Context: an optimization exercise on an open-source flow, tuned for small area and a short achievable clock period. The choices shown serve that exercise and are no tape-out recipe. Only simulation tests tie the RTL to the original design; equivalence was not proved. No activity file was given, so power comes from the tool's default toggle rates.

// branch_predictor
module branch_predictor #(
    parameter int ENTRIES = 16,
    parameter int TAG_W   = 10
) (
    input  logic        clk,
    input  logic        rst_n,
    input  logic        f_valid,
    input  logic [63:0] f_pc,
    output logic        pred_taken,
    output logic [63:0] pred_target,
    input  logic        u_valid,
    input  logic        u_is_branch,
    input  logic [63:0] u_pc,
    input  logic        u_taken,
    input  logic [63:0] u_target,
    input  logic        u_pred_taken,
    input  logic [63:0] u_pred_target,
    output logic        mispredict,
    output logic [63:0] redirect_pc,
    output logic [31:0] branch_count,
    output logic [31:0] mispredict_count
);
    localparam int IDX_W = $clog2(ENTRIES);
    logic             tbl_valid  [ENTRIES];
    logic [TAG_W-1:0] tbl_tag    [ENTRIES];
    logic [63:0]      tbl_target [ENTRIES];
    logic [1:0]       tbl_ctr    [ENTRIES];
    logic [IDX_W-1:0] f_idx;
    logic [TAG_W-1:0] f_tag;
    logic [IDX_W-1:0] u_idx;
    logic [TAG_W-1:0] u_tag;
    logic             u_hit;
    logic             upd_en;
    logic             mis_cond;
    assign f_idx = f_pc[IDX_W+1:2];
    assign f_tag = f_pc[IDX_W+2 +: TAG_W];
    assign u_idx = u_pc[IDX_W+1:2];
    assign u_tag = u_pc[IDX_W+2 +: TAG_W];
    logic [ENTRIES-1:0] f_sel;
    logic [63:0]        f_hit_tgt;
    logic [63:0]        f_inc;
    for (genvar g = 0; g < ENTRIES; g++) begin : g_fsel
        assign f_sel[g] = f_valid && (f_idx == g) && tbl_valid[g] && tbl_ctr[g][1] &&
                          (tbl_tag[g] == f_tag);
    end
    always_comb begin
        f_hit_tgt = '0;
        for (int i = 0; i < ENTRIES; i++)
            f_hit_tgt = f_hit_tgt | ({64{f_sel[i]}} & tbl_target[i]);
  ...
Size in the first run: about 3,800 cells after synthesis, about 1,400 flip-flops, roughly 0.056 mm² of cells after synthesis.
clock: 6.5 ns
lec_check: 0
cap_margin: 20
core_margin: 2
core_utilization: 40
cts_buf_list: sky130_fd_sc_hd__clkbuf_8 sky130_fd_sc_hd__clkbuf_16
cts_cluster_diameter: 60
cts_cluster_size: 30
setup_slack_margin: 2.5
slew_margin: 20
standard.sh (not shown) runs the stock make flow with config.mk's settings and CLKGATE_MAP_FILE= SYNTH_SCRIPT=/design/flow/synth_recipe.tcl, a recipe that flattens the netlist after the stock synthesis.
==> flow/flow/run.sh <==
#!/bin/bash
export BUFFER_PORTS_ARGS="-buffer_cell sky130_fd_sc_hd__buf_2"
bash standard.sh > standard.log 2>&1
The starting point finished with timing, DRC and antenna clean.
Change:
==> flow/flow/run.sh (replaced) <==
#!/bin/bash
# Standard ORFS layout; port buffers use buf_2 instead of the default delay-cell buffer.
export BUFFER_PORTS_ARGS="-buffer_cell sky130_fd_sc_hd__buf_2"
bash standard.sh > standard.log 2>&1
- CTS_BUF_LIST: sky130_fd_sc_hd__clkbuf_8 sky130_fd_sc_hd__clkbuf_16 -> not set
- CTS_CLUSTER_DIAMETER: 60 -> not set
- CTS_CLUSTER_SIZE: 30 -> not set
Outcome:
- synthesized cell count stays the same
- wire length went down by 0.90%
- final cell count is about the same
- via count is about the same
- total power came out higher by 3.1%
- utilization is lower by 0.18 points
- sequential power is about the same
- worst setup slack improved by 0.020 ns
- flip-flop and latch count does not change
- synthesized area stays the same
- final area decreases by about 0.36%
Change:
==> flow/run.sh (new file) <==
#!/bin/bash
# synth_recipe.tcl (not shown) runs the flow's synth.tcl, then flattens the netlist and writes it again
# the make line also repeats each setting of config.mk as NAME=value (left out here)
make -C /OpenROAD-flow-scripts/flow DESIGN_CONFIG=/design/flow/config.mk WORK_HOME=/design/flow/orfs CLKGATE_MAP_FILE= SYNTH_SCRIPT=/design/flow/synth_recipe.tcl finish
- CORE_UTILIZATION: 40 -> 65
removed: flow/flow/run.sh
removed: flow/standard.sh
Outcome: Count of clock-buffer cells in the layout climbs by 4. Cell area climbs by 6.5%. Power climbs by 1.8%. Wire length climbs by 4.8%. Synthesized area does not change. Cell count drops by 7.0%. Global-route usage climbs by 19 points. Non-clock buffer count climbs by 272. Setup slack degrades by 0.37 ns. Sequential share of layout area drops by 3.5 points. Critical path depth climbs by 5.
Change:
- CORE_UTILIZATION: 65 -> 40
- SETUP_SLACK_MARGIN: 2.5 -> 3.5
After rerunning: Area after synthesis stays the same; cell count rises by roughly a tenth; total power rises slightly; worst hold slack barely changes; global-route usage falls by 17 points; critical path depth falls by 1; worst setup slack is better by 0.20 ns; first-iteration DRC count falls by a quarter to a third.

==> port drivers added, routing unchanged <==
How much do the figures lean on ideal ports? The routed layouts below were timed once more, with nothing changed but the port constraints.
Step 1: set_driving_cell puts a clkbuf_16 on clk and a buf_2 on each other input, an assumption about the parent block.
Step 2 also shifts input and output timing later by t, the mid clock arrival at the registers, as if the neighbouring blocks saw the same clock.
a / b / c = no drivers / after step 1 / after step 2; a / b = the first two.
| run | t, ns | setup WS [ns] | worst setup path after step 2 | worst data-port slew with drivers (ns) | pins driven straight from the clock port |
|---|---|---|---|---|---|
| the first run | 0.815 | 1.493 / 1.437 / 1.437 | input to output | 0.17 | 1 |
| the second run | 0.837 | 1.513 / 1.453 / 1.453 | input to output | 0.17 | 1 |
| the third run | 0.835 | 1.141 / 1.095 / 1.095 | input to output | 0.16 | 1 |
| the fourth run | 0.851 | 1.336 / 1.297 / 1.297 | input to output | 0.33 | 1 |
After both steps every run listed still meets setup and hold. For the second run, which loses most, drivers alone change the setup slack by -0.060 ns; drivers and shift together by -0.060 ns.
